Context: an optimization exercise on an open-source flow, tuned for small area. The choices shown serve that exercise and are no tape-out recipe.
In this exercise RTL edits were held to simulation tests only and were not proved equivalent to the original.
The clock cells of run 7 come from the design's own scripts or RTL, not from TritonCTS.
The clock port is modelled as an ideal driver, which makes a skipped or thinned clock tree look cheaper than it is; a real chip needs a root buffer or a tree.
Power figures rest on the tool's default switching activity, not on a simulated workload.

### flow/config.mk
export PLATFORM = sky130hd
export DESIGN_NAME = keypad_calc_top
export DESIGN_NICKNAME = keypad_calc_top
export VERILOG_FILES = /design/flow/design.v
export SDC_FILE = /design/flow/constraint.sdc
export NUM_CORES = 4
export LEC_CHECK = 0
export CAP_MARGIN = 20
export CORE_MARGIN = 2
export CORE_UTILIZATION = 40
export SLEW_MARGIN = 20
### flow/constraint.sdc
create_clock -name core_clock -period 10.0 [get_ports {clk_i}]
set_input_delay 2.0000 -clock core_clock [delete_from_list [all_inputs] [get_ports {clk_i}]]
set_output_delay 2.0000 -clock core_clock [all_outputs]
set_load 0.01 [all_outputs]
### flow/design.v
`timescale 1ns/100ps
module keypad_calc_top (
    input  logic       clk_i,
    input  logic       reset_i,
    input  logic [3:0] key_code_i,
    input  logic       key_detect_i,
    output logic       key_error_o,
    output logic [7:0] result_o,
    output logic       result_valid_o,
    output logic [4:0] result_addr_o
);
    logic [3:0] state;
    logic       rd_pend, wr_pend;
    logic [3:0] key_q, a_q, b_q;
    logic [2:0] op_q;
    logic waiting, checking, key_ok;
    logic [7:0] alu_out;
    assign waiting  = !state[3] && !state[0];
    assign checking = !state[3] && state[0];
    always_comb begin
        case (state[2:1])
            2'd0, 2'd2: key_ok = !key_q[3] || (!key_q[2] && !key_q[1]);
            2'd1:       key_ok = key_q[3] && (key_q[2] || key_q[1]) && !(key_q[2] && key_q[1] && key_q[0]);
            default:    key_ok = &key_q;
        endcase
    end
    always_comb begin
        case (op_q)
            3'b010:  alu_out = {4'd0, a_q} + {4'd0, b_q};
            3'b011:  alu_out = {4'd0, a_q} - {4'd0, b_q};
            3'b100:  alu_out = {4'd0, a_q & b_q};
            3'b101:  alu_out = {4'd0, a_q | b_q};
            3'b110:  alu_out = {4'd0, a_q} * {4'd0, b_q};
            default: alu_out = 8'd0;
        endcase
    end
    always_ff @(posedge clk_i, posedge reset_i) begin
        if (reset_i) begin
            state          <= 4'd0;
            rd_pend        <= 1'b0;
            wr_pend        <= 1'b0;
            key_error_o    <= 1'b0;
            result_valid_o <= 1'b0;
            result_o       <= 8'd0;
            result_addr_o  <= 5'd0;
        end else begin
            key_error_o    <= checking && !key_ok;
            rd_pend        <= state == 4'd9;
            wr_pend        <= rd_pend;
            result_valid_o <= wr_pend;
            if (waiting) begin
                if (key_detect_i) state <= state | 4'd1;
            end else if (checking) begin
                if (key_ok) state <= state + 4'd1;
                else        state <= state & 4'b1110;
            end else if (state[0]) begin
                state <= 4'd0;
            end else begin
                state <= 4'd9;
            end
            if (wr_pend) begin
                result_o      <= alu_out;
                result_addr_o <= (result_addr_o == 5'd0 || result_addr_o == 5'd30) ? 5'd3
                                 : result_addr_o + 5'd3;
            end
        end
    end
    always_ff @(posedge clk_i) begin
        if (waiting && key_detect_i) key_q <= key_code_i;
        if (state == 4'd1) a_q <= key_q;
        if (state == 4'd3) op_q <= key_q[2:0];
        if (state == 4'd5) b_q <= key_q;
    end
endmodule
### flow/run.sh
#!/bin/bash
# synth_recipe.tcl (not shown) runs the flow's synth.tcl, then flattens the netlist and writes it again
# the make line also repeats each setting of config.mk as NAME=value (left out here)
make -C /OpenROAD-flow-scripts/flow DESIGN_CONFIG=/design/flow/config.mk WORK_HOME=/design/flow/orfs CLKGATE_MAP_FILE= SYNTH_SCRIPT=/design/flow/synth_recipe.tcl finish
==> results of run 1 <==
synth_stat cells (4+ instances only):
| cell | count | area (sq um) |
|---|---|---|
| nand2_1 | 10 | 37.5 |
| a21oi_1 | 17 | 85.1 |
| clkbuf_1 | 4 | 15.0 |
| ha_1 | 28 | 350 |
| o31ai_1 | 4 | 30.0 |
| fa_1 | 6 | 120 |
| dfrtp_1 | 21 | 526 |
| inv_1 | 29 | 109 |
| xnor2_1 | 4 | 35.0 |
| edfxtp_1 | 15 | 450 |
| nor2_1 | 18 | 67.6 |
| and3_1 | 4 | 25.0 |
| o21ai_0 | 8 | 40.0 |
| nor3b_1 | 5 | 37.5 |
through the flow:
stage,setup WS (ps),power (W)
6_report,6660,0.000451
5_1_grt,6590,0.000486
4_1_cts,6650,0.000457
3_5_place_dp,6670,0.000355
3_3_place_gp,6690,0.000353
2_1_floorplan,7080,0.000315
logic make-up (layout without fill, tap and decap cells):
logic type      after synthesis  count (layout)  synth area share
compound gates               59              59             0.174
simple gates                 49              49             0.104
buf+inv                      38              58            0.0659
flops                        36              36             0.415
fa+ha+maj                    34              34             0.200
xor+xnor                      7               7            0.0261
mux                           3               3            0.0149
registers in the layout, indices dropped and copies added (netlist names):
name	count
op_q	3
a_q	4
key_error_o	1
b_q	4
key_q	4
result_valid_o	1
rd_pend	1
result_addr_o	5
state	4
wr_pend	1
result_o	8
routing by layer:
| metal | up-vias | share of wire | GRT usage |
|---|---|---|---|
| met3 | 4 | 0.034 | 0.0371 |
| li1 | 834 | - | - |
| met4 | 0 | 0.010 | 0.0407 |
| met5 | - | 0 | 0 |
| met1 | 753 | 0.48 | 0.180 |
| met2 | 30 | 0.47 | 0.239 |
report_power, final:
| group | internal, W | switching [W] | total (W) |
|---|---|---|---|
| registers | 0.000172 | 0.0000209 | 0.000193 |
| clock network | 0.0000485 | 0.0000524 | 0.000101 |
| logic | 0.0000729 | 0.0000848 | 0.000158 |
| total | 0.000293 | 0.000158 | 0.000451 |
how the worst max path moves through the flow:
stage                                  from                 endpoint  depth (start not counted)
2_1_floorplan              a_q[1]$_DFFE_PN_  result_o[6]$_DFFE_PP0P_                         10
6_report       result_addr_o[2]$_DFFE_PP0P_         result_addr_o[2]                          1
3_3_place_gp                   key_detect_i       key_q[1]$_DFFE_PP_                          2
3_5_place_dp                   key_detect_i       key_q[1]$_DFFE_PP_                          2
4_1_cts        result_addr_o[2]$_DFFE_PP0P_         result_addr_o[2]                          1
5_1_grt        result_addr_o[2]$_DFFE_PP0P_         result_addr_o[2]                          1
layout make-up:
type | instances | share of cell area
Multi-Input combinational cell | 152 | 0.454
Sequential cell | 36 | 0.362
Clock inverter | 3 | 0.00696
Timing Repair Buffer | 21 | 0.0780
Inverter | 29 | 0.0404
Clock buffer | 5 | 0.0255
Tap cell | 72 | 0.0334
==> impl_metrics.py, run 1 <==
metrics = {
    "cts": {
        "htree_levels": 2,
        "ctsHoldBuffers": 0,
        "cts_setup_buffers": 0,
        "insertion_delay_ps": 290,
        "cts_buffer_depth": 2,
        "clock-root-buffer": "clkbuf_8",
        "clock_sinks": 36,
        "cts_tree": "built",
        "clkTransAtPathRegs_ps": 80,
        "cts_resized": 0,
        "cts_buffers": 5,
    },
    "route": {
        "via_count": 1621,
        "drt_iter0_drc": 111,
        "wire_per_inst_um": 13.0,
        "drc": 0,
        "drt_pre_antenna_iters": 4,
        "vias_per_cell": 5.10,
        "totalWireLength_um": 4150,
        "ant_nets": 0,
    },
    "sta": {
        "setup_viol": 0,
        "fin_crit_sh": 0.334,
        "drv_slew": 0,
        "fin_skew_ps": 6.34,
        "fin_setup_tns_ps": 0,
        "final_hold_viol_count": 0,
        "slew_headroom": 0.468,
        "min_period_ps": 3340,
        "worst_pin_slew_ps": 798,
        "timing.hold.ws_ps": 356,
        "fmax_mhz": 299,
        "rsz0062_at_grt": "false",
    },
    "die": {
        "start_util": 0.420,
        "dieArea_sq_mm": 0.00651,
        "die_w_um": 80.7,
        "core_area_sq_mm": 0.00561,
        "io_pins": 22,
        "die_h_um": 80.7,
        "fp-row-count": 27,
    },
    "final_layout": {
        "most-common-layout-cells": "inv_1, ha_1, clkdlybuf4s50_1, dfrtp_1, nor2_1",
        "num_antenna_cells": 0,
        "instances_no_fill": 318,
        "multi_input_area_sq_mm": 0.00122,
        "area.sequential_sq_um": 976,
        "final_nets": 286,
        "fin_area_sq_mm": 0.00270,
        "fillers": 549,
        "synthToLayoutAreaGrowth_pct": 14.5,
        "drive_above_1_share": 0.0528,
        "fin_util": 0.481,
        "final_common_cell": "inv_1",
    },
    "outcome": {
        "status": "timing/DRC/antenna clean",
    },
    "critical_path": {
        "critical-path-top-delay-family": "buffers and inverters",
        "worstPathMaxFanout": 8,
        "cp_num_buf_inv": 1,
        "ff2ff_setup_slack_ps": 6930,
        "worstSetupPathType": "reg -> out",
        "crit_chain": "clkdlybuf4s50_1",
        "worstPathRequired_ps": 8000,
        "regToRegEndpoint": "result_o[4]$_DFFE_PP0P_",
        "worst_path_largest_cell_delay_ps": 580,
        "r2r_start": "a_q[1]$_DFFE_PN_",
        "cp-end-kind": "output pin",
        "crit_arrival_ps": 1340,
        "slowest_stage": "clkdlybuf4s50_1",
        "critPathLaunchType": "flip-flop",
        "r2r_cells": 11,
    },
    "hold_path": {
        "hold_start": "rd_pend$_DFF_PP0_",
        "min-delay-path-class": "reg -> reg",
        "whs_path_depth": 0,
        "holdPathEnd": "wr_pend$_DFF_PP0_",
    },
    "global_route": {
        "grt_max_degree": 22,
        "grt_use_total": 0.142,
        "antenna_found_initial": 0,
        "grt_pass1_wl_um": 7070,
        "grt_pass1_vias": 1589,
        "overflow": 0,
    },
    "synthesis": {
        "synth_area_per_cell_sq_um": 10.4,
        "syn_nets": 267,
        "synth-edff-count": 15,
        "ys_types": 45,
        "ys_seq_area_frac": 0.415,
        "synthCells": 226,
        "synth-seq-cells": 36,
        "yosys_warnings": 1,
        "synth-main-ff-cell": "dfrtp_1",
        "synthArstFlopShare": 0.583,
        "syn-cell-area_sq_mm": 0.00235,
    },
    "power_and_ir_drop": {
        "ir_drop_uv": 81.3,
        "cellPowerDensity_mw_per_mm2": 168,
        "p_leak_nw": 1.21,
    },
    "place": {
        "gp_congestion": 0.787,
        "dpl_cell_area_sq_mm": 0.00261,
        "dp.cells": 310,
        "dp_hpwl_um": 3190,
        "port_buffers": 21,
    },
    "run": {
        "drv_cap": 0,
    },
}
==> run 2, diff against run 1 <==
--- a/flow/design.v
+++ b/flow/design.v
@@ -14,6 +14,6 @@
     logic [3:0] key_q, a_q, b_q;
     logic [2:0] op_q;
+    logic [6:0] res_q;
     logic waiting, checking, key_ok;
-    logic [7:0] alu_out;
     assign waiting  = !state[3] && !state[0];
     assign checking = !state[3] && state[0];
@@ -25,14 +25,31 @@
         endcase
     end
+    logic       sub;
+    logic [4:0] sum;
+    assign sub = op_q[0];
+    assign sum = {1'b0, a_q} + {1'b0, b_q ^ {4{sub}}} + {4'd0, sub};
+    logic p, q, r, s, t;
+    logic [6:0] prod;
+    assign p = (a_q[3] & b_q[0]) | (a_q[1] & b_q[2]);
+    assign q = (a_q[0] & b_q[3]) | (a_q[2] & b_q[1]);
+    assign r = (a_q[3] & b_q[1]) | (a_q[1] & b_q[3]) | (a_q[2] & b_q[2]);
+    assign s = (a_q[3] & b_q[2]) | (a_q[2] & b_q[3]);
+    assign t = a_q[3] & b_q[3];
+    assign prod = {6'd0, a_q[0] & b_q[0]}
+                + {5'd0, a_q[1] & b_q[0], 1'b0} + {5'd0, a_q[0] & b_q[1], 1'b0}
+                + {4'd0, a_q[2] & b_q[0], 2'b0} + {4'd0, a_q[1] & b_q[1], 2'b0}
+                + {4'd0, a_q[0] & b_q[2], 2'b0}
+                + {3'd0, p, 3'b0} + {3'd0, q, 3'b0} + {t, s, r, 4'b0};
+    logic [6:0] alu_out;
     always_comb begin
         case (op_q)
-            3'b010:  alu_out = {4'd0, a_q} + {4'd0, b_q};
-            3'b011:  alu_out = {4'd0, a_q} - {4'd0, b_q};
-            3'b100:  alu_out = {4'd0, a_q & b_q};
-            3'b101:  alu_out = {4'd0, a_q | b_q};
-            3'b110:  alu_out = {4'd0, a_q} * {4'd0, b_q};
-            default: alu_out = 8'd0;
+            3'b010, 3'b011: alu_out = {{2{sub & ~sum[4]}}, sum[4] ^ sub, sum[3:0]};
+            3'b100:  alu_out = {3'd0, a_q & b_q};
+            3'b101:  alu_out = {3'd0, a_q | b_q};
+            3'b110:  alu_out = prod;
+            default: alu_out = 7'd0;
         endcase
     end
+    assign result_o = {res_q[6] & res_q[5], res_q};
     always_ff @(posedge clk_i, posedge reset_i) begin
         if (reset_i) begin
@@ -42,5 +59,5 @@
             key_error_o    <= 1'b0;
             result_valid_o <= 1'b0;
-            result_o       <= 8'd0;
+            res_q          <= 7'd0;
             result_addr_o  <= 5'd0;
         end else begin
@@ -60,5 +77,5 @@
             end
             if (wr_pend) begin
-                result_o      <= alu_out;
+                res_q         <= alu_out;
                 result_addr_o <= (result_addr_o == 5'd0 || result_addr_o == 5'd30) ? 5'd3
                                  : result_addr_o + 5'd3;
@@ -67,5 +84,5 @@
     end
     always_ff @(posedge clk_i) begin
-        if (waiting && key_detect_i) key_q <= key_code_i;
+        key_q <= key_code_i;
         if (state == 4'd1) a_q <= key_q;
         if (state == 4'd3) op_q <= key_q[2:0];
==> flow/flow/run.sh (new file) <==
#!/bin/bash
# Standard ORFS layout, with the port buffers and clock tree built from
# smaller cells. Each step's full output goes to a log file of its own here.
set -euo pipefail
cd "$(dirname "$0")/.."
bash standard.sh synth > flow_synth.log 2>&1
bash standard.sh \
    "BUFFER_PORTS_ARGS=-buffer_cell sky130_fd_sc_hd__buf_1" \
    "CTS_ARGS=-sink_clustering_enable -repair_clock_nets -dont_use_dummy_load -root_buf sky130_fd_sc_hd__clkbuf_4 -buf_list sky130_fd_sc_hd__clkbuf_4" \
    finish > flow_layout.log 2>&1
==> flow/standard.sh (new file) <==
#!/bin/bash
# synth_recipe.tcl (not shown) runs the flow's synth.tcl, then flattens the netlist and writes it again
# the make line also repeats each setting of config.mk as NAME=value (left out here)
make -C /OpenROAD-flow-scripts/flow DESIGN_CONFIG=/design/flow/config.mk WORK_HOME=/design/flow/orfs CLKGATE_MAP_FILE= SYNTH_SCRIPT=/design/flow/synth_recipe.tcl "${@:-finish}"
removed: flow/run.sh
==> impl_metrics.py, run 2 <==
metrics = {
    "die": {
        "dieArea_sq_mm": 0.00543,
        "die_w_um": 73.7,
        "io_pins": 22,
        "core_area_sq_mm": 0.00469,
        "die_h_um": 73.7,
        "start_util": 0.414,
        "fp-row-count": 25,
    },
    "sta": {
        "fmax_mhz": 335,
        "fin_skew_ps": 22.8,
        "fin_ws_ps": 7010,
        "min_period_ps": 2990,
        "fin_crit_sh": 0.299,
        "rsz0062_at_grt": "false",
        "setup_viol": 0,
        "slew_headroom": 0.510,
        "final_hold_viol_count": 0,
        "fin_setup_tns_ps": 0,
        "drv_slew": 0,
        "worst_pin_slew_ps": 734,
    },
    "critical_path": {
        "worstPathMaxFanout": 3,
        "regToRegEndpoint": "res_q[6]$_DFFE_PP0P_",
        "r2r_start": "b_q[0]$_DFFE_PN_",
        "critPathLaunchType": "flip-flop",
        "worstSetupPathType": "reg -> out",
        "crit_arrival_ps": 990,
        "cp-end-kind": "output pin",
        "ff2ff_setup_slack_ps": 7360,
        "r2r_cells": 9,
        "worstPathRequired_ps": 8000,
    },
    "cts": {
        "clock_sinks": 35,
        "ctsHoldBuffers": 0,
        "cts_buffers": 5,
        "htree_levels": 2,
        "clock-root-buffer": "clkbuf_4",
        "cts_resized": 0,
        "insertion_delay_ps": 330,
        "clkTransAtPathRegs_ps": 80,
        "cts_tree": "built",
        "cts_setup_buffers": 0,
        "cts_buffer_depth": 2,
    },
    "synthesis": {
        "synth_area_leaders": "dfrtp_1, edfxtp_1, ha_1, inv_1, dfxtp_1",
        "yosys_warnings": 1,
        "synth-seq-cells": 35,
        "syn_nets": 210,
        "synth-edff-count": 11,
        "yosysTopAreaCellShare": 0.258,
        "ys_seq_area_frac": 0.469,
        "ys_types": 47,
        "synthArstFlopShare": 0.571,
        "synth_commonest_cells": "inv_1, dfrtp_1, ha_1",
        "synth-main-ff-cell": "dfrtp_1",
        "synth_area_leader_cell": "dfrtp_1",
        "synth.most_common_cell": "inv_1",
        "synth_area_per_cell_sq_um": 10.4,
        "synthCells": 187,
        "syn-cell-area_sq_mm": 0.00194,
    },
    "final_layout": {
        "largest_register_ffs": 7,
        "drive_above_1_share": 0.0433,
        "most-common-layout-cells": "inv_1, buf_1, dfrtp_1",
        "fin_util": 0.449,
        "top_regs": "res_q x7, result_addr_o x5",
        "top_register": "res_q",
        "final_nets": 233,
        "final_common_cell": "inv_1",
        "fillers": 473,
        "synthToLayoutAreaGrowth_pct": 8.31,
        "num_antenna_cells": 0,
        "multi_input_area_sq_um": 927,
        "area.sequential_sq_um": 911,
    },
    "route": {
        "via_count": 1370,
        "ant_nets": 0,
        "wire_per_inst_um": 13.0,
        "drc": 0,
        "vias_per_cell": 5.23,
        "drt_pre_antenna_iters": 4,
        "totalWireLength_um": 3410,
        "drt_iter0_drc": 72,
    },
    "place": {
        "dp_hpwl_um": 2640,
        "port_buffers": 21,
        "gp_congestion": 0.758,
        "pre_cts_ws_ps": 7340,
    },
    "run": {
        "drv_cap": 0,
    },
    "global_route": {
        "antenna_found_initial": 0,
        "overflow": 0,
        "grt_max_degree": 21,
        "grt_pass1_vias": 1290,
        "grt_pass1_wl_um": 5910,
        "grt_use_total": 0.143,
    },
    "hold_path": {
        "whs_path_depth": 0,
        "holdPathEnd": "wr_pend$_DFF_PP0_",
        "min-delay-path-class": "reg -> reg",
        "hold_start": "rd_pend$_DFF_PP0_",
    },
    "power_and_ir_drop": {
        "p_leak_nw": 0.911,
        "ir_drop_uv": 79.4,
        "cellPowerDensity_mw_per_mm2": 187,
    },
    "outcome": {
        "status": "timing/DRC/antenna clean",
    },
}
==> run 2: cell count changes in the layout (fill, tap and decap cells not counted), sizes merged, moves of 4 or more <==
cell	before	now
nor2	18	12
dfxtp	0	4
inv	29	22
clkdlybuf4s50	21	0
buf	0	21
ha	28	13
a21oi	17	8
edfxtp	15	11
==> run 2: cell type report <==
cell class,count,area share
Multi-Input combinational cell,125,0.441
Clock buffer,5,0.0178
Inverter,22,0.0392
Sequential cell,35,0.433
Tap cell,54,0.0321
Timing Repair Buffer,21,0.0375
==> run 2: logic make-up after synthesis <==
group,count (synthesis),share of synthesized area
adders and majority gates,17,0.120
and+or+nand+nor,48,0.127
AOI/OAI and AO/OA,48,0.173
muxes,4,0.0212
xor gates and xnor gates,8,0.0361
DFF,35,0.469
buffers and inverters,27,0.0541
==> run 2: worst max-delay path, cell delays in order (launching register included) <==
cell and delay (ps):
dfrtp_1 400, and2_1 160, buf_1 120
==> run 2: how the worst max path moves through the flow <==
stage | slack (ps) | startpoint | depth (start not counted) | end
6_report | 7010 | res_q[6]$_DFFE_PP0P_ | 2 | result_o[7]
3_3_place_gp | 7370 | reset_i | 2 | res_q[5]$_DFFE_PP0P_
2_1_floorplan | 7410 | res_q[6]$_DFFE_PP0P_ | 1 | result_o[7]
4_1_cts | 7000 | res_q[6]$_DFFE_PP0P_ | 2 | result_o[7]
5_1_grt | 6950 | result_addr_o[2]$_DFFE_PP0P_ | 1 | result_addr_o[2]
3_5_place_dp | 7340 | reset_i | 2 | res_q[5]$_DFFE_PP0P_
==> run 2: report_power, final <==
part,switching (W),leakage [nW],internal [W],total [W]
Clock,0.0000388,0.0230,0.0000234,0.0000622
Sequential,0.0000307,0.404,0.000172,0.000203
Combinational,0.0000702,0.484,0.0000582,0.000128
==> run 2: through the flow <==
stage	hold slack, ps	total power (W)	area, sq um	std cells
6_report	353	0.000394	2100	262
5_1_grt	365	0.000430	2100	262
4_1_cts	356	0.000399	2100	262
3_5_place_dp	335	0.000337	2070	257
3_3_place_gp	333	0.000334	2070	257
2_1_floorplan	331	0.000300	1940	187
==> run 2: routing by layer <==
metal | global-route usage | vias up | share of wire
met3 | 0.0425 | 8 | 0.036
met2 | 0.225 | 25 | 0.46
met5 | 0 | - | 0
met4 | 0.0424 | 0 | 0.015
li1 | - | 713 | -
met1 | 0.189 | 624 | 0.49
==> run 3, diff against run 2 <==
--- a/flow/flow/run.sh
+++ b/flow/flow/run.sh
@@ -7,4 +7,4 @@
 bash standard.sh \
     "BUFFER_PORTS_ARGS=-buffer_cell sky130_fd_sc_hd__buf_1" \
-    "CTS_ARGS=-sink_clustering_enable -repair_clock_nets -dont_use_dummy_load -root_buf sky130_fd_sc_hd__clkbuf_4 -buf_list sky130_fd_sc_hd__clkbuf_4" \
+    "CTS_ARGS=-sink_clustering_enable -repair_clock_nets -dont_use_dummy_load -root_buf sky130_fd_sc_hd__clkbuf_8 -buf_list sky130_fd_sc_hd__clkbuf_8 -sink_clustering_size 40 -sink_clustering_max_diameter 500" \
     finish > flow_layout.log 2>&1
==> impl_metrics.py, run 3 <==
metrics = {
    "critical_path": {
        "crit_arrival_ps": 940,
        "worstPathMaxFanout": 3,
        "slowest_stage": "dfrtp_1",
        "cp-end-kind": "output pin",
        "worst_path_largest_cell_delay_ps": 390,
        "crit_chain": "and2_1 > buf_1",
        "critPathLaunchType": "flip-flop",
        "worstSetupPathType": "reg -> out",
        "worstPathRequired_ps": 8000,
    },
    "place": {
        "port_buffers": 21,
        "gp_congestion": 0.758,
        "dp_hpwl_um": 2640,
        "pre_cts_ws_ps": 7340,
    },
    "synthesis": {
        "synth_commonest_cells": "inv_1, dfrtp_1, ha_1",
        "synth.most_common_cell": "inv_1",
        "synth-main-ff-cell": "dfrtp_1",
        "synth_area_per_cell_sq_um": 10.4,
        "syn_nets": 210,
        "yosys_warnings": 1,
        "ys_types": 47,
        "synth_area_leaders": "dfrtp_1, edfxtp_1, ha_1, inv_1, dfxtp_1",
        "synthArstFlopShare": 0.571,
        "synth-edff-count": 11,
        "ys_seq_area_frac": 0.469,
        "synth_area_leader_cell": "dfrtp_1",
        "yosysTopAreaCellShare": 0.258,
        "syn-cell-area_sq_mm": 0.00194,
        "synth-seq-cells": 35,
        "synthCells": 187,
    },
    "cts": {
        "cts_setup_buffers": 0,
        "clock_sinks": 35,
        "htree_levels": 2,
        "cts_buffer_depth": 2,
        "cts_buffers": 5,
        "ctsHoldBuffers": 0,
        "insertion_delay_ps": 280,
        "cts_tree": "built",
        "clock-root-buffer": "clkbuf_8",
        "cts_resized": 0,
        "clkTransAtPathRegs_ps": 60,
    },
    "final_layout": {
        "synthToLayoutAreaGrowth_pct": 9.92,
        "num_antenna_cells": 0,
        "largest_register_ffs": 7,
        "fin_util": 0.455,
        "final_nets": 233,
        "top_regs": "res_q x7, result_addr_o x5",
        "drive_above_1_share": 0.0433,
        "top_register": "res_q",
        "most-common-layout-cells": "inv_1, buf_1, dfrtp_1",
        "final_common_cell": "inv_1",
    },
    "sta": {
        "fin_skew_ps": 14.8,
        "final_hold_viol_count": 0,
        "timing.hold.ws_ps": 347,
        "fmax_mhz": 341,
        "worst_pin_slew_ps": 741,
        "fin_crit_sh": 0.294,
        "rsz0062_at_grt": "false",
        "drv_slew": 0,
        "min_period_ps": 2940,
        "slew_headroom": 0.505,
        "fin_ws_ps": 7060,
        "setup_viol": 0,
        "fin_setup_tns_ps": 0,
    },
    "global_route": {
        "grt_util_met3": 0.0425,
        "grt-busiest-layer": "met2",
        "grt_max_degree": 21,
        "grt_use_met2": 0.225,
        "overflow": 0,
        "grtUsageMet1": 0.190,
        "grt_pass1_wl_um": 5920,
        "grt_pass1_vias": 1290,
        "grt_use_total": 0.143,
        "antenna_found_initial": 0,
    },
    "route": {
        "vias_per_cell": 5.21,
        "drt_pre_antenna_iters": 4,
        "drc": 0,
        "wire_per_inst_um": 13.2,
        "via_count": 1366,
        "ant_nets": 0,
        "totalWireLength_um": 3450,
        "drt_iter0_drc": 70,
    },
    "die": {
        "start_util": 0.414,
        "die_w_um": 73.7,
        "io_pins": 22,
        "dieArea_sq_mm": 0.00543,
        "fp-row-count": 25,
        "die_h_um": 73.7,
        "core_area_sq_mm": 0.00469,
    },
    "hold_path": {
        "min-delay-path-class": "reg -> reg",
    },
    "outcome": {
        "status": "timing/DRC/antenna clean",
    },
    "run": {
        "drv_cap": 0,
    },
    "power_and_ir_drop": {
        "ir_drop_uv": 96.3,
        "p_leak_nw": 0.924,
        "cellPowerDensity_mw_per_mm2": 196,
    },
}
run 3: worst max-delay path, delay by kind of cell, from the launching register on:
family        cells  cell delay [ps]
buf+inv           1              120
flops             1              390
simple gates      1              160
run 3: path summary, 6_finish.rpt:
check,startpoint,to,slack [ps],depth (start not counted)
worst max register to register,b_q[0]$_DFFE_PN_,res_q[6]$_DFFE_PP0P_,7380,9
min in group asynchronous,reset_i,result_valid_o$_DFF_PP0_,1820,2
worst min register to register,rd_pend$_DFF_PP0_,wr_pend$_DFF_PP0_,350,0
worst max-delay path,res_q[6]$_DFFE_PP0P_,result_o[7],7060,2
worst min-delay path,rd_pend$_DFF_PP0_,wr_pend$_DFF_PP0_,350,0
max in group asynchronous,reset_i,res_q[0]$_DFFE_PP0P_,7710,2
run 3: stage by stage:
stage | instances | total power (W) | cell area, sq um
floorplan | 187 | 0.000300 | 1940
global placement | 257 | 0.000334 | 2070
detailed placement | 257 | 0.000337 | 2070
CTS | 262 | 0.000423 | 2140
global route | 262 | 0.000455 | 2140
finish | 262 | 0.000418 | 2140
run 3: cell families after synthesis:
| kind of cell | count (synthesis) | synth area share |
|---|---|---|
| compound gates | 48 | 0.173 |
| simple gates | 48 | 0.127 |
| flops | 35 | 0.469 |
| buf+inv | 27 | 0.0541 |
| fa+ha+maj | 17 | 0.120 |
| xor+xnor | 8 | 0.0361 |
| mux | 4 | 0.0212 |
run 3: final cells by class:
type / count / area [sq um]
tap: 54 / 67.6
clock buffer: 5 / 68.8
sequential: 35 / 911
timing repair buffer: 21 / 78.8
multi-input combinational: 125 / 927
fill: 462 / 2560
inverter: 22 / 82.6
run 3: routing by layer:
metal / vias to the layer above / share of wire / routed length (um)
li1: 710 / - / -
met1: 623 / 0.50 / 1720
met2: 25 / 0.45 / 1560
met3: 8 / 0.036 / 124
met4: 0 / 0.013 / 45
met5: - / 0 / 0
run 3: power by group:
| group | total [W] | switching [W] | leakage (nW) | internal, W |
|---|---|---|---|---|
| Clock | 0.0000866 | 0.0000419 | 0.0359 | 0.0000447 |
| Sequential | 0.000203 | 0.0000307 | 0.404 | 0.000173 |
| Combinational | 0.000128 | 0.0000702 | 0.484 | 0.0000582 |
==> run 4, diff against run 3 <==
==> flow/run.sh (new file) <==
#!/bin/bash
# synth_recipe.tcl (not shown) runs the flow's synth.tcl, then flattens the netlist and writes it again
# the make line also repeats each setting of config.mk as NAME=value (left out here)
make -C /OpenROAD-flow-scripts/flow DESIGN_CONFIG=/design/flow/config.mk WORK_HOME=/design/flow/orfs CLKGATE_MAP_FILE= SYNTH_SCRIPT=/design/flow/synth_recipe.tcl finish
removed: flow/flow/run.sh
removed: flow/standard.sh
==> impl_metrics.py, run 4 <==
metrics = {
    "outcome": {
        "status": "timing/DRC/antenna clean",
    },
    "power_and_ir_drop": {
        "comb_power_share": 0.306,
        "switchingPower_w": 0.000158,
        "p_int_w": 0.000321,
        "p_leak_nw": 0.997,
        "cellPowerDensity_mw_per_mm2": 207,
        "ir_drop_uv": 91.2,
        "swShare": 0.330,
        "seq_power_share": 0.428,
        "clock_power_share": 0.266,
    },
    "synthesis": {
        "synthCells": 187,
        "ys_seq_area_frac": 0.469,
        "synth.most_common_cell": "inv_1",
        "synth-compound-area-share": 0.173,
        "synth_area_leaders": "dfrtp_1, edfxtp_1, ha_1, inv_1, dfxtp_1",
        "synth_commonest_cells": "inv_1, dfrtp_1, ha_1",
        "ys_types": 47,
        "synth_area_leader_cell": "dfrtp_1",
        "syn-cell-area_sq_mm": 0.00194,
        "yosysTopAreaCellShare": 0.258,
        "synth-main-ff-cell": "dfrtp_1",
        "synth-seq-cells": 35,
        "synth-edff-count": 11,
        "yosys_warnings": 1,
        "synthArstFlopShare": 0.571,
        "synth_fa_ha_area_frac": 0.120,
        "synth_mux_area_frac": 0.0212,
        "syn_nets": 210,
        "synth_top_family_by_area": "compound AO/OA/AOI/OAI gates",
        "synth_xor_area_frac": 0.0361,
        "synth_area_per_cell_sq_um": 10.4,
        "yosys.area_share.simple": 0.127,
    },
    "critical_path": {
        "critPathCapture": "result_addr_o[2]",
        "r2r_cells": 9,
        "r2r_start": "a_q[1]$_DFFE_PN_",
        "worstPathRequired_ps": 8000,
        "worstPathMaxFanout": 8,
        "worst_path_largest_cell_delay_ps": 580,
        "critical-path-top-delay-family": "buffers and inverters",
        "regToRegEndpoint": "res_q[6]$_DFFE_PP0P_",
        "cp_num_buf_inv": 1,
        "startpoint": "result_addr_o[2]$_DFFE_PP0P_",
        "slowest_stage": "clkdlybuf4s50_1",
        "critPathLaunchType": "flip-flop",
        "worstSetupPathType": "reg -> out",
        "ff2ff_setup_slack_ps": 7420,
        "crit_arrival_ps": 1330,
        "cp.depth": 1,
        "cp-end-kind": "output pin",
        "crit_chain": "clkdlybuf4s50_1",
    },
    "run": {
        "drv_cap": 0,
    },
    "cts": {
        "clkTransAtPathRegs_ps": 70,
        "cts_tree": "built",
        "insertion_delay_ps": 280,
        "cts_setup_buffers": 0,
        "cts_buffer_depth": 2,
        "cts_buffers": 5,
        "htree_levels": 2,
        "clock-root-buffer": "clkbuf_8",
        "cts_resized": 0,
        "clock_sinks": 35,
        "ctsHoldBuffers": 0,
    },
    "global_route": {
        "grt_pass1_vias": 1493,
        "overflow": 0,
        "grt_pass1_wl_um": 6640,
        "grt_use_total": 0.157,
        "grt_max_degree": 21,
        "antenna_found_initial": 0,
    },
    "final_layout": {
        "multi_input_area_sq_um": 927,
        "largest_register_ffs": 7,
        "final_common_cell": "inv_1",
        "top_register": "res_q",
        "fin_util": 0.493,
        "area.sequential_sq_um": 911,
        "fillers": 428,
        "final_nets": 233,
        "top_regs": "res_q x7, result_addr_o x5",
        "num_antenna_cells": 0,
        "most-common-layout-cells": "inv_1, clkdlybuf4s50_1, dfrtp_1",
        "drive_above_1_share": 0.0569,
        "synthToLayoutAreaGrowth_pct": 19.1,
    },
    "route": {
        "ant_nets": 0,
        "via_count": 1452,
        "wire_per_inst_um": 14.3,
        "drc": 0,
        "totalWireLength_um": 3800,
        "drt_pre_antenna_iters": 4,
        "vias_per_cell": 5.48,
        "drt_iter0_drc": 37,
    },
    "sta": {
        "fin_crit_sh": 0.333,
        "slew_headroom": 0.502,
        "drv_slew": 0,
        "min_period_ps": 3330,
        "final_hold_viol_count": 0,
        "setup_viol": 0,
        "worst_pin_slew_ps": 746,
        "fmax_mhz": 300,
        "fin_setup_tns_ps": 0,
        "fin_skew_ps": 6.79,
        "rsz0062_at_grt": "false",
        "fin_ws_ps": 6670,
    },
    "hold_path": {
        "min-delay-path-class": "reg -> reg",
    },
    "die": {
        "die_h_um": 73.7,
        "die_w_um": 73.7,
        "start_util": 0.414,
        "io_pins": 22,
        "dieArea_sq_mm": 0.00543,
        "core_area_sq_mm": 0.00469,
        "fp-row-count": 25,
    },
    "place": {
        "gp_congestion": 0.868,
        "port_buffers": 21,
        "dp_hpwl_um": 2880,
        "pre_cts_ws_ps": 6970,
    },
}
run 4: cell types whose count changed in the layout (fill, tap and decap cells not counted):
cell / delta
clkinv_4: +1
buf_1: -21
clkdlybuf4s50_1: +21
inv_6: +1
bufinv_16: +1
run 4: logic make-up (layout without fill, tap and decap cells):
kind of cell	after synthesis	count (layout)
buf+inv	27	51
xor+xnor	8	8
compound gates	48	48
fa+ha+maj	17	17
simple gates	48	48
mux	4	4
flops	35	35
run 4: worst min-delay path by stage:
stage,cells after the start,end,startpoint
after floorplan,0,wr_pend$_DFF_PP0_,rd_pend$_DFF_PP0_
after global placement,0,wr_pend$_DFF_PP0_,rd_pend$_DFF_PP0_
after detailed placement,0,wr_pend$_DFF_PP0_,rd_pend$_DFF_PP0_
after CTS,0,wr_pend$_DFF_PP0_,rd_pend$_DFF_PP0_
after global routing,0,wr_pend$_DFF_PP0_,rd_pend$_DFF_PP0_
final,0,wr_pend$_DFF_PP0_,rd_pend$_DFF_PP0_
run 4: cell type report:
class                   count  share of cell area
multi-input cells         125               0.401
flip-flops and latches     35               0.394
clock buffers               5              0.0297
repair buffers             21              0.0908
clock inverters             3              0.0205
well taps                  54              0.0292
inverters                  22              0.0357
run 4: routing by layer:
metal	part of all wire	track usage	vias to the layer above
met5	0	0	-
met4	0.0024	0.0424	0
met3	0.057	0.0508	2
met2	0.48	0.247	43
met1	0.46	0.207	692
li1	-	-	715
run 4: power groups by stage:
stage               registers, W  logic [W]  clock network (W)
global route            0.000209   0.000165           0.000137
floorplan               0.000199   0.000102                  0
detailed placement      0.000207   0.000148                  0
CTS                     0.000204   0.000148           0.000131
global placement        0.000205   0.000140                  0
finish                  0.000205   0.000147           0.000127
run 4: per-stage QoR:
step / hold slack, ps / power (W) / area (sq um) / std cells
after floorplan: 331 / 0.000300 / 1940 / 187
after global placement: 335 / 0.000345 / 2200 / 257
after detailed placement: 335 / 0.000354 / 2200 / 257
after CTS: 362 / 0.000483 / 2310 / 265
after global routing: 369 / 0.000512 / 2310 / 265
final: 359 / 0.000479 / 2310 / 265
==> run 5, diff against run 4 <==
==> flow/flow/run.sh (new file) <==
#!/bin/bash
# Standard ORFS synthesis, then the combinational logic re-mapped for area
# with a longer ABC run (registers untouched), then the standard ORFS layout
# with small port buffers and a small clock tree. Each tool's full output is
# kept in a log file of its own in this folder's parent (the work folder).
set -euo pipefail
cd "$(dirname "$0")/.."
W=$(pwd)
R=$W/orfs/results/$FLOW_PLATFORM/keypad_calc_top/base
bash standard.sh synth > log_1_synth.log 2>&1
cp $R/1_2_yosys.v $R/1_2_yosys_standard.v
mkdir -p reopt
cp flow/reopt.ys flow/abc.script reopt/
cp $FLOW_HOME/platforms/$FLOW_PLATFORM/lib/sky130_fd_sc_hd__tt_025C_1v80.lib reopt/lib.lib
cp $R/1_2_yosys_standard.v reopt/in.v
sed -i "s/top_name/$FLOW_TOP/" reopt/reopt.ys
(cd reopt && yosys -s reopt.ys) > log_2_reopt.log 2>&1
cp reopt/out.v $R/1_2_yosys.v
rm -f $R/1_synth.odb $R/1_synth.sdc
bash standard.sh \
    "BUFFER_PORTS_ARGS=-buffer_cell sky130_fd_sc_hd__buf_1" \
    "CTS_ARGS=-sink_clustering_enable -repair_clock_nets -dont_use_dummy_load -root_buf sky130_fd_sc_hd__clkbuf_4 -buf_list sky130_fd_sc_hd__clkbuf_4" \
    finish > log_3_layout.log 2>&1
==> flow/flow/abc.script (new file) <==
strash
&get -n
&deepsyn -T 30
&put
dch -f
map -a
topo
==> flow/flow/reopt.ys (new file) <==
# Re-optimise the combinational logic of the standard synthesis netlist.
# Flip-flops are kept as black boxes, so every register keeps its instance
# name and cell type; only the gates between them are remapped.
read_liberty -ignore_miss_func lib.lib
blackbox sky130_fd_sc_hd__df* sky130_fd_sc_hd__edf* sky130_fd_sc_hd__sdf* sky130_fd_sc_hd__sed* sky130_fd_sc_hd__dl* sky130_fd_sc_hd__conb*
read_verilog in.v
hierarchy -top top_name
flatten
opt -purge
tee -o stat_before.txt stat -liberty lib.lib
abc -liberty lib.lib -dont_use sky130_fd_sc_hd__probe_p_8 -dont_use sky130_fd_sc_hd__probec_p_8 -dont_use sky130_fd_sc_hd__lpflow_* -script abc.script
opt_clean -purge
hilomap -singleton -hicell sky130_fd_sc_hd__conb_1 HI -locell sky130_fd_sc_hd__conb_1 LO
splitnets
insbuf -buf sky130_fd_sc_hd__buf_4 A X
opt_clean -purge
tee -o stat_after.txt stat -liberty lib.lib
write_verilog -noattr -noexpr -nohex -nodec out.v
==> flow/standard.sh (new file) <==
#!/bin/bash
# synth_recipe.tcl (not shown) runs the flow's synth.tcl, then flattens the netlist and writes it again
# the make line also repeats each setting of config.mk as NAME=value (left out here)
make -C /OpenROAD-flow-scripts/flow DESIGN_CONFIG=/design/flow/config.mk WORK_HOME=/design/flow/orfs CLKGATE_MAP_FILE= SYNTH_SCRIPT=/design/flow/synth_recipe.tcl "${@:-finish}"
removed: flow/run.sh
==> impl_metrics.py, run 5 <==
metrics = {
    "die": {
        "io_pins": 22,
        "dieArea_sq_mm": 0.00485,
        "start_util": 0.422,
        "die_w_um": 69.6,
        "die_h_um": 69.6,
        "fp-row-count": 23,
        "core_area_sq_mm": 0.00409,
    },
    "place": {
        "port_buffers": 21,
        "dp_hpwl_um": 2320,
        "gp_congestion": 0.927,
        "dpl_cell_area_sq_mm": 0.00177,
    },
    "critical_path": {
        "r2r_start": "a_q[1]$_DFFE_PN_",
        "critPathLaunchType": "flip-flop",
        "critical-path-top-delay-family": "flip-flops",
        "cp_num_buf_inv": 2,
        "cp-end-kind": "output pin",
        "worstSetupPathType": "reg -> out",
        "worstPathRequired_ps": 8000,
        "worstPathMaxFanout": 2,
        "slowest_stage": "dfrtp_1",
        "crit_chain": "clkinv_1 > nor2_1 > buf_1",
        "r2r_cells": 12,
        "ff2ff_setup_slack_ps": 7480,
        "worst_path_largest_cell_delay_ps": 350,
        "crit_arrival_ps": 980,
        "regToRegEndpoint": "res_q[4]$_DFFE_PP0P_",
    },
    "final_layout": {
        "drive_above_1_share": 0.0381,
        "largest_register_ffs": 7,
        "final_nets": 219,
        "top_register": "res_q",
        "synthToLayoutAreaGrowth_pct": 5.16,
        "fin_area_sq_mm": 0.00181,
        "num_antenna_cells": 0,
        "most-common-layout-cells": "nor2_1, clkinv_1, buf_1",
        "final_common_cell": "nor2_1",
        "fillers": 439,
        "top_regs": "res_q x7, result_addr_o x5",
    },
    "sta": {
        "rsz0062_at_grt": "false",
        "fin_crit_sh": 0.298,
        "fmax_mhz": 336,
        "fin_setup_tns_ps": 0,
        "min_period_ps": 2980,
        "fin_skew_ps": 21.9,
        "slew_headroom": 0.533,
        "setup_viol": 0,
        "worst_pin_slew_ps": 696,
        "final_hold_viol_count": 0,
        "drv_slew": 0,
    },
    "run": {
        "drv_cap": 0,
    },
    "synthesis": {
        "synth_area_per_cell_sq_um": 8.79,
        "syn-cell-area_sq_mm": 0.00172,
        "yosys_warnings": 1,
        "synthCells": 196,
        "syn_nets": 203,
    },
    "route": {
        "drt_pre_antenna_iters": 4,
        "via_count": 1306,
        "vias_per_cell": 5.02,
        "drt_iter0_drc": 54,
        "totalWireLength_um": 2950,
        "drc": 0,
        "wire_per_inst_um": 11.3,
        "ant_nets": 0,
    },
    "hold_path": {
        "whs_path_depth": 0,
        "min-delay-path-class": "reg -> reg",
        "holdPathEnd": "wr_pend$_DFF_PP0_",
        "hold_start": "rd_pend$_DFF_PP0_",
    },
    "cts": {
        "htree_levels": 2,
        "cts_resized": 0,
        "clock_sinks": 35,
        "cts_buffers": 5,
        "clkTransAtPathRegs_ps": 100,
        "clock-root-buffer": "clkbuf_4",
        "ctsHoldBuffers": 0,
        "cts_tree": "built",
        "cts_setup_buffers": 0,
        "insertion_delay_ps": 330,
        "cts_buffer_depth": 2,
    },
    "global_route": {
        "grt_use_total": 0.131,
        "grt-busiest-layer": "met2",
        "overflow": 0,
        "grt_max_degree": 21,
        "grt_use_met2": 0.199,
        "grt_pass1_wl_um": 4990,
        "grtUsageMet1": 0.168,
        "antenna_found_initial": 0,
        "grt_pass1_vias": 1149,
        "grt_util_met3": 0.0465,
    },
    "power_and_ir_drop": {
        "ir_drop_uv": 119,
        "p_leak_nw": 0.713,
        "cellPowerDensity_mw_per_mm2": 235,
    },
    "outcome": {
        "status": "timing/DRC/antenna clean",
    },
}
==> run 5: how the worst max path moves through the flow <==
stage                         start           to  slack, ps  cells past startpoint
6_report       res_q[5]$_DFFE_PP0P_  result_o[7]       7020                      3
5_1_grt        res_q[5]$_DFFE_PP0P_  result_o[7]       6950                      3
4_1_cts        res_q[5]$_DFFE_PP0P_  result_o[7]       7000                      3
3_5_place_dp   res_q[5]$_DFFE_PP0P_  result_o[7]       7340                      3
3_3_place_gp   res_q[5]$_DFFE_PP0P_  result_o[7]       7360                      3
2_1_floorplan  res_q[5]$_DFFE_PP0P_  result_o[7]       7430                      2
==> run 5: power breakdown <==
part | total, W | internal (W) | switching (W)
combinational | 0.000146 | 0.0000529 | 0.0000930
clock | 0.0000632 | 0.0000235 | 0.0000398
sequential | 0.000216 | 0.000189 | 0.0000272
total | 0.000425 | 0.000265 | 0.000160
==> run 5: worst reg2reg max path, stage by stage, from the launching register on <==
cell,delay (ps)
edfxtp_1,420
clkinv_1,120
nor2_1,90
nor3_1,230
clkinv_1,100
nand2_1,100
clkinv_1,80
or2_2,280
o21ai_0,220
maj3_1,290
a21oi_1,100
a21oi_1,240
a31oi_1,120
==> run 5: routing by layer <==
layer | part of all wire | up-vias
met2 | 0.45 | 33
met3 | 0.062 | 8
met4 | 0.019 | 0
met1 | 0.47 | 587
met5 | 0 | -
li1 | - | 678
==> run 5: per-stage QoR <==
stage	instances	worst slack (ps)	hold slack (ps)	utilization	total power, W
floorplan	196	7430	331	-	0.000352
global placement	255	7360	332	0.434	0.000364
detailed placement	255	7340	348	0.434	0.000366
CTS	260	7000	393	0.443	0.000429
global route	260	6950	403	0.443	0.000461
finish	260	7020	391	0.443	0.000425
==> run 5: final cells by class <==
cell class | count | area (sq um) | area share
repair buffers | 21 | 78.8 | 0.0435
multi-input cells | 118 | 606 | 0.334
clock buffers | 5 | 37.5 | 0.0207
flip-flops and latches | 35 | 911 | 0.503
inverters | 31 | 116 | 0.0642
well taps | 50 | 62.6 | 0.0345
==> run 6, diff against run 5 <==
==> flow/design.v (replaced) <==
`timescale 1ns/100ps
module keypad_calc_top (
    input  logic       clk_i,
    input  logic       reset_i,
    input  logic [3:0] key_code_i,
    input  logic       key_detect_i,
    output logic       key_error_o,
    output logic [7:0] result_o,
    output logic       result_valid_o,
    output logic [4:0] result_addr_o
);
    localparam logic [3:0] S_W0   = 4'b0000;   
    localparam logic [3:0] S_C0   = 4'b0001;   
    localparam logic [3:0] S_W1   = 4'b0010;   
    localparam logic [3:0] S_W0V  = 4'b1000;   
    localparam logic [3:0] S_C0V  = 4'b1001;   
    localparam logic [3:0] S_W1V  = 4'b1010;   
    localparam logic [3:0] S_W0R  = 4'b1011;   
    localparam logic [3:0] S_W0W  = 4'b1100;   
    localparam logic [3:0] S_C0W  = 4'b1101;   
    localparam logic [3:0] S_R    = 4'b1110;   
    localparam logic [3:0] S_L    = 4'b1111;   
    logic [3:0] state, state_d;
    logic [3:0] key_q, a_q, b_q;
    logic [2:0] op_q;
    logic [6:0] res_q;
    logic checking, key_ok, digit_ok, wr;
    assign digit_ok = !key_q[3] || (!key_q[2] && !key_q[1]);
    always_comb begin
        case (state)
            4'b0011: key_ok = key_q[3] && (key_q[2] || key_q[1]) && !(key_q[2] && key_q[1] && key_q[0]);
            4'b0111: key_ok = &key_q;
            default: key_ok = digit_ok;
        endcase
    end
    assign checking = (!state[3] && state[0]) || state == S_C0V || state == S_C0W;
    assign wr       = state == S_W0W || state == S_C0W;
    assign result_valid_o = state == S_W0V || state == S_C0V || state == S_W1V;
    always_comb begin
        case (state)
            S_L:   state_d = S_R;
            S_R:   state_d = S_W0R;
            S_W0R: state_d = key_detect_i ? S_C0W : S_W0W;
            S_W0W: state_d = key_detect_i ? S_C0V : S_W0V;
            S_C0W: state_d = key_ok ? S_W1V : S_W0V;
            S_W0V: state_d = key_detect_i ? S_C0 : S_W0;
            S_C0V: state_d = key_ok ? S_W1 : S_W0;
            S_W1V: state_d = key_detect_i ? 4'b0011 : S_W1;
            4'b0111: state_d = key_ok ? S_L : 4'b0110;
            default: begin
                if (!state[0]) state_d = key_detect_i ? state | 4'd1 : state;
                else           state_d = key_ok ? state + 4'd1 : state & 4'b1110;
            end
        endcase
    end
    logic       sub;
    logic [4:0] sum;
    assign sub = op_q[0];
    assign sum = {1'b0, a_q} + {1'b0, b_q ^ {4{sub}}} + {4'd0, sub};
    logic p, q, r, s, t;
    logic [6:0] prod;
    assign p = (a_q[3] & b_q[0]) | (a_q[1] & b_q[2]);
    assign q = (a_q[0] & b_q[3]) | (a_q[2] & b_q[1]);
    assign r = (a_q[3] & b_q[1]) | (a_q[1] & b_q[3]) | (a_q[2] & b_q[2]);
    assign s = (a_q[3] & b_q[2]) | (a_q[2] & b_q[3]);
    assign t = a_q[3] & b_q[3];
    assign prod = {6'd0, a_q[0] & b_q[0]}
                + {5'd0, a_q[1] & b_q[0], 1'b0} + {5'd0, a_q[0] & b_q[1], 1'b0}
                + {4'd0, a_q[2] & b_q[0], 2'b0} + {4'd0, a_q[1] & b_q[1], 2'b0}
                + {4'd0, a_q[0] & b_q[2], 2'b0}
                + {3'd0, p, 3'b0} + {3'd0, q, 3'b0} + {t, s, r, 4'b0};
    logic [6:0] alu_out;
    always_comb begin
        case (op_q)
            3'b010, 3'b011: alu_out = {{2{sub & ~sum[4]}}, sum[4] ^ sub, sum[3:0]};
            3'b100:  alu_out = {3'd0, a_q & b_q};
            3'b101:  alu_out = {3'd0, a_q | b_q};
            3'b110:  alu_out = prod;
            default: alu_out = 7'd0;
        endcase
    end
    assign result_o = {res_q[6] & res_q[5], res_q};
    always_ff @(posedge clk_i, posedge reset_i) begin
        if (reset_i) begin
            state          <= S_W0;
            key_error_o    <= 1'b0;
            res_q          <= 7'd0;
            result_addr_o <= 5'd0;
        end else begin
            state          <= state_d;
            key_error_o    <= checking && !key_ok;
            if (wr) begin
                res_q  <= alu_out;
                result_addr_o <= (result_addr_o == 5'd0 || result_addr_o == 5'd30) ? 5'd3
                                 : result_addr_o + 5'd3;
            end
        end
    end
    always_ff @(posedge clk_i) begin
        key_q <= key_code_i;
        if (state == S_C0 || state == S_C0V || state == S_C0W) a_q <= key_q;
        if (state == 4'b0011) op_q <= key_q[2:0];
        if (state == 4'b0101) b_q <= key_q;
    end
endmodule
==> impl_metrics.py, run 6 <==
metrics = {
    "route": {
        "drt_pre_antenna_iters": 4,
        "ant_nets": 0,
        "drc": 0,
        "totalWireLength_um": 3140,
        "via_count": 1279,
        "drt_iter0_drc": 46,
        "wire_per_inst_um": 12.2,
        "vias_per_cell": 4.96,
    },
    "global_route": {
        "grt_use_total": 0.144,
        "grt_pass1_wl_um": 4840,
        "overflow": 0,
        "grt_pass1_vias": 1111,
        "antenna_found_initial": 0,
        "grt_max_degree": 18,
    },
    "place": {
        "dp_hpwl_um": 2360,
        "gp_congestion": 0.854,
        "port_buffers": 21,
        "dpl_cell_area_sq_mm": 0.00172,
    },
    "sta": {
        "fin_skew_ps": 10.4,
        "rsz0062_at_grt": "false",
        "worst_pin_slew_ps": 646,
        "slew_headroom": 0.566,
        "setup_viol": 0,
        "fmax_mhz": 306,
        "fin_crit_sh": 0.327,
        "min_period_ps": 3270,
        "final_hold_viol_count": 0,
        "fin_setup_tns_ps": 0,
        "drv_slew": 0,
        "timing.hold.ws_ps": 475,
    },
    "run": {
        "drv_cap": 0,
    },
    "die": {
        "start_util": 0.417,
        "core_area_sq_mm": 0.00400,
        "io_pins": 22,
        "fp-row-count": 23,
        "die_h_um": 68.6,
        "die_w_um": 68.6,
        "dieArea_sq_mm": 0.00470,
    },
    "cts": {
        "cts_buffer_depth": 2,
        "cts_setup_buffers": 0,
        "htree_levels": 2,
        "clkTransAtPathRegs_ps": 100,
        "cts_resized": 0,
        "clock_sinks": 32,
        "cts_tree": "built",
        "insertion_delay_ps": 330,
        "cts_buffers": 5,
        "ctsHoldBuffers": 0,
        "clock-root-buffer": "clkbuf_4",
    },
    "final_layout": {
        "final_common_cell": "nor2_1",
        "drive_above_1_share": 0.0433,
        "fillers": 411,
        "largest_register_ffs": 7,
        "final_nets": 217,
        "top_register": "res_q",
        "num_antenna_cells": 0,
        "fin_area_sq_mm": 0.00176,
        "most-common-layout-cells": "nor2_1, clkinv_1, nand2_1",
        "top_regs": "res_q x7, result_addr_o x5",
        "synthToLayoutAreaGrowth_pct": 5.33,
    },
    "outcome": {
        "status": "timing/DRC/antenna clean",
    },
    "critical_path": {
        "crit_arrival_ps": 1270,
        "worstSetupPathType": "reg -> out",
        "ff2ff_setup_slack_ps": 7210,
        "worstPathMaxFanout": 9,
        "worstPathRequired_ps": 8000,
        "cp-end-kind": "output pin",
        "critPathLaunchType": "flip-flop",
    },
    "power_and_ir_drop": {
        "p_leak_nw": 0.683,
        "ir_drop_uv": 153,
        "cellPowerDensity_mw_per_mm2": 222,
    },
    "hold_path": {
        "min-delay-path-class": "reg -> reg",
    },
    "synthesis": {
        "syn_nets": 201,
        "syn-cell-area_sq_mm": 0.00167,
        "synthCells": 194,
        "synth_area_per_cell_sq_um": 8.59,
        "yosys_warnings": 1,
    },
}
-- run 6: critical path: stages (launching register included) --
cell and delay [ps]:
dfrtp_1 490, clkinv_1 90, nor2_1 160, nor3_1 60, buf_1 130
-- run 6: final timing paths --
path	to	start	cells after the start
worst min-delay path	b_q[3]$_DFFE_PN_	key_q[3]$_DFF_P_	0
worst max-delay path	result_valid_o	state[1]$_DFFE_PP0P_	4
worst max register to register	res_q[0]$_DFFE_PP0P_	state[2]$_DFFE_PP0P_	10
min in group asynchronous	key_error_o$_DFF_PP0_	reset_i	2
max in group asynchronous	res_q[1]$_DFFE_PP0P_	reset_i	2
worst min register to register	b_q[3]$_DFFE_PN_	key_q[3]$_DFF_P_	0
-- run 6: cell type report --
type,instances,area [sq um],share of cell area
inverters,29,109,0.0620
multi-input cells,121,632,0.360
well taps,50,62.6,0.0356
clock buffers,5,37.5,0.0214
flip-flops and latches,32,836,0.476
repair buffers,21,78.8,0.0449
-- run 6: power breakdown --
group          total (W)  switching, W  leakage (nW)  internal (W)
registers       0.000200     0.0000292         0.352      0.000171
clock network  0.0000649     0.0000414        0.0230     0.0000235
logic           0.000124     0.0000780         0.308     0.0000460
-- run 6: stage by stage --
stage	setup slack, ps	utilization	power, W	cells
final	6730	0.439	0.000389	258
after floorplan	7210	-	0.000315	194
after global placement	7130	0.429	0.000327	253
after global routing	6610	0.439	0.000419	258
after CTS	6730	0.439	0.000391	258
after detailed placement	7100	0.429	0.000328	253
-- run 6: per-layer routing --
layer / global-route usage / vias to the layer above / wire (um)
met4: 0.0725 / 0 / 68
met2: 0.226 / 34 / 1380
met1: 0.178 / 563 / 1550
li1: - / 673 / -
met3: 0.0455 / 9 / 143
met5: 0 / - / 0
==> run 7, diff against run 6 <==
==> flow/flow/run.sh (replaced) <==
#!/bin/bash
# Standard ORFS synthesis; the combinational logic re-mapped for area with a
# longer ABC run (registers untouched); standard ORFS floorplan and placement
# with small port buffers; a clock tree of one buffer; then the standard ORFS
# routing and finishing. Each tool's full output goes to a log file of its
# own in the work folder.
set -euo pipefail
cd "$(dirname "$0")/.."
W=$(pwd)
export R=$W/orfs/results/$FLOW_PLATFORM/keypad_calc_top/base
KNOBS=("BUFFER_PORTS_ARGS=-buffer_cell sky130_fd_sc_hd__buf_1")
bash standard.sh synth > log_1_synth.log 2>&1
cp $R/1_2_yosys.v $R/1_2_yosys_standard.v
mkdir -p reopt
cp flow/reopt.ys flow/abc.script reopt/
cp $FLOW_HOME/platforms/$FLOW_PLATFORM/lib/sky130_fd_sc_hd__tt_025C_1v80.lib reopt/lib.lib
cp $R/1_2_yosys_standard.v reopt/in.v
sed -i "s/top_name/$FLOW_TOP/" reopt/reopt.ys
(cd reopt && yosys -s reopt.ys) > log_2_reopt.log 2>&1
cp reopt/out.v $R/1_2_yosys.v
rm -f $R/1_synth.odb $R/1_synth.sdc
bash standard.sh "${KNOBS[@]}" place > log_3_place.log 2>&1
CLKBUF=sky130_fd_sc_hd__clkbuf_16 CLKPORT=clk_i openroad -no_init -exit flow/clock_buffer.tcl > log_4_clock.log 2>&1
cp $R/4_1_cts.odb $R/4_cts.odb
sed '/^create_clock/a set_propagated_clock [get_clocks {core_clock}]' $R/3_place.sdc > $R/4_cts.sdc
bash standard.sh "${KNOBS[@]}" finish > log_5_finish.log 2>&1
==> flow/flow/abc.script (replaced) <==
strash
&get -n
&deepsyn -T 30
&put
dch -f
amap
topo
==> flow/flow/clock_buffer.tcl (new file) <==
# Clock tree of one buffer: the clock port drives a single clock buffer
# placed at the centre of the flip-flops, which drives every clock pin.
read_db $::env(R)/3_place.odb
set block [ord::get_db_block]
set master [[ord::get_db] findMaster $::env(CLKBUF)]
set clk [[$block findBTerm $::env(CLKPORT)] getNet]
set inst [odb::dbInst_create $block $master clkbuf_0_clk]
set net [odb::dbNet_create $block clknet_0_clk]
$net setSigType CLOCK
set sx 0
set sy 0
set n 0
foreach it [$clk getITerms] {
    set i [$it getInst]
    if {$i == $inst} { continue }
    set bb [$i getBBox]
    set sx [expr {$sx + ([$bb xMin] + [$bb xMax]) / 2}]
    set sy [expr {$sy + ([$bb yMin] + [$bb yMax]) / 2}]
    incr n
    $it disconnect
    $it connect $net
}
[$inst findITerm A] connect $clk
[$inst findITerm X] connect $net
$inst setLocation [expr {$sx / $n}] [expr {$sy / $n}]
$inst setPlacementStatus PLACED
global_connect
puts "clock buffer $::env(CLKBUF) drives $n clock pins"
detailed_placement
check_placement -verbose
write_db $::env(R)/4_1_cts.odb
==> impl_metrics.py, run 7 <==
metrics = {
    "final_layout": {
        "synthToLayoutAreaGrowth_pct": 4.67,
        "top_register": "res_q",
        "fillers": 401,
        "most-common-layout-cells": "nor2_1, clkinv_1, buf_1",
        "top_regs": "res_q x7, result_addr_o x5",
        "num_antenna_cells": 0,
        "largest_register_ffs": 7,
        "final_common_cell": "nor2_1",
        "drive_above_1_share": 0.00515,
        "fin_util": 0.431,
        "final_nets": 203,
    },
    "die": {
        "start_util": 0.411,
        "die_w_um": 67.9,
        "io_pins": 22,
        "die_h_um": 67.9,
        "fp-row-count": 23,
        "dieArea_sq_mm": 0.00461,
        "core_area_sq_mm": 0.00397,
    },
    "global_route": {
        "overflow": 0,
        "grt_max_degree": 33,
        "grt_use_total": 0.137,
        "antenna_found_initial": 0,
        "grt_pass1_vias": 1119,
        "grt_pass1_wl_um": 5020,
    },
    "critical_path": {
        "worstPathRequired_ps": 8000,
        "regToRegEndpoint": "res_q[5]$_DFFE_PP0P_",
        "r2r_start": "state[2]$_DFFE_PP0P_",
        "cp.depth": 3,
        "slowest_stage": "dfrtp_1",
        "worstPathMaxFanout": 4,
        "critPathLaunchType": "flip-flop",
        "crit_chain": "clkinv_1 > nor3_1 > buf_1",
        "cp_num_buf_inv": 2,
        "crit_arrival_ps": 1100,
        "r2r_cells": 9,
        "worstSetupPathType": "reg -> out",
        "critical-path-top-delay-family": "flip-flops",
        "cp-end-kind": "output pin",
        "worst_path_largest_cell_delay_ps": 420,
        "ff2ff_setup_slack_ps": 7200,
    },
    "synthesis": {
        "synth_area_per_cell_sq_um": 8.88,
        "yosys_warnings": 1,
        "syn-cell-area_sq_mm": 0.00163,
        "synthCells": 184,
        "syn_nets": 191,
    },
    "run": {
        "drv_cap": 0,
    },
    "sta": {
        "fin_crit_sh": 0.310,
        "worst_pin_slew_ps": 601,
        "setup_viol": 0,
        "rsz0062_at_grt": "false",
        "timing.hold.ws_ps": 468,
        "fin_ws_ps": 6900,
        "fin_skew_ps": 7.40,
        "min_period_ps": 3100,
        "final_hold_viol_count": 0,
        "slew_headroom": 0.597,
        "fin_setup_tns_ps": 0,
        "drv_slew": 0,
        "fmax_mhz": 323,
    },
    "place": {
        "port_buffers": 21,
        "dp_hpwl_um": 2430,
        "pre_cts_ws_ps": 7130,
        "gp_congestion": 0.950,
    },
    "route": {
        "wire_per_inst_um": 12.4,
        "wl_met1_um": 1460,
        "dr_wl_met3_um": 128,
        "drc": 0,
        "wl_met2_um": 1420,
        "vias_per_cell": 5.25,
        "drt_pre_antenna_iters": 4,
        "via_count": 1281,
        "ant_nets": 0,
        "totalWireLength_um": 3030,
        "drt_iter0_drc": 142,
        "routed.top_layer": "met4",
    },
    "power_and_ir_drop": {
        "cellPowerDensity_mw_per_mm2": 211,
        "ir_drop_uv": 102,
        "p_leak_nw": 0.619,
    },
    "hold_path": {
        "hold_start": "key_q[3]$_DFF_P_",
        "holdPathEnd": "b_q[3]$_DFFE_PN_",
        "min-delay-path-class": "reg -> reg",
        "whs_path_depth": 0,
    },
    "cts": {
        "clkTransAtPathRegs_ps": 110,
        "insertion_delay_ps": 170,
    },
    "outcome": {
        "status": "timing/DRC/antenna clean",
    },
}
-- run 7: how the worst max path moves through the flow --
stage | from | end | slack [ps]
after floorplan | state[1]$_DFFE_PP0P_ | result_valid_o | 7220
after global placement | state[3]$_DFFE_PP0P_ | result_valid_o | 7130
after detailed placement | state[1]$_DFFE_PP0P_ | result_valid_o | 7130
after global routing | state[3]$_DFFE_PP0P_ | result_valid_o | 6770
final | state[3]$_DFFE_PP0P_ | result_valid_o | 6900
-- run 7: through the flow --
step                std cells  area, sq um  power (W)
detailed placement        243         1690   0.000315
finish                    244         1710   0.000361
global placement          243         1690   0.000315
global route              244         1710   0.000394
floorplan                 184         1630   0.000301
-- run 7: power by group --
group	total [W]	internal (W)	switching, W
combinational	0.000116	0.0000409	0.0000756
clock	0.0000490	0.0000186	0.0000304
sequential	0.000195	0.000169	0.0000257
total	0.000361	0.000229	0.000132
-- run 7: area by class of cell --
class | instances | area (sq um) | area share
Sequential cell | 32 | 836 | 0.489
Multi-Input combinational cell | 114 | 611 | 0.357
Inverter | 26 | 97.6 | 0.0571
Timing Repair Buffer | 21 | 78.8 | 0.0461
Tap cell | 50 | 62.6 | 0.0366
Buffer | 1 | 25.0 | 0.0146
-- run 7: layer usage --
layer	vias up	track usage
li1	663	-
met5	-	0
met2	39	0.234
met4	0	0.0100
met1	575	0.200
met3	4	0.00658

-- afterwards: timing with drivers on the ports --
In the flow no input, the clock included, has a driving cell. The finished layouts below were timed again as built, in two steps.
Step 1 sets driving cells, clkbuf_16 on the clock port and buf_2 on the other inputs (assumed; they add their load-dependent delay and slew).
Step 2 moves the port delays by t, midway between the first and last clock arrival at a register: inputs arrive t later, outputs are due t later. That takes back most of the time a late clock gives input paths.
a / b / c = no drivers / after step 1 / after step 2; a / b = the first two.
run | shift t [ns] | slack for setup (ns) | hold slack, ns | worst setup path at the end
run 1 | 0.312 | 6.658 / 6.631 / 6.678 | 0.356 / 0.356 / 0.356 | input to register
run 2 | 0.345 | 7.012 / 6.990 / 7.335 | 0.353 / 0.353 / 0.353 | register to output
run 3 | 0.300 | 7.064 / 7.040 / 7.341 | 0.347 / 0.347 / 0.347 | register to output
run 4 | 0.304 | 6.667 / 6.643 / 6.947 | 0.359 / 0.359 / 0.359 | register to output
run 5 | 0.346 | 7.022 / 6.998 / 7.343 | 0.391 / 0.391 / 0.391 | register to output
run 6 | 0.347 | 6.734 / 6.711 / 7.057 | 0.475 / 0.475 / 0.475 | register to output
run 7 | 0.196 | 6.904 / 6.877 / 7.072 | 0.468 / 0.467 / 0.467 | register to output
After both steps every run listed still meets setup and hold.
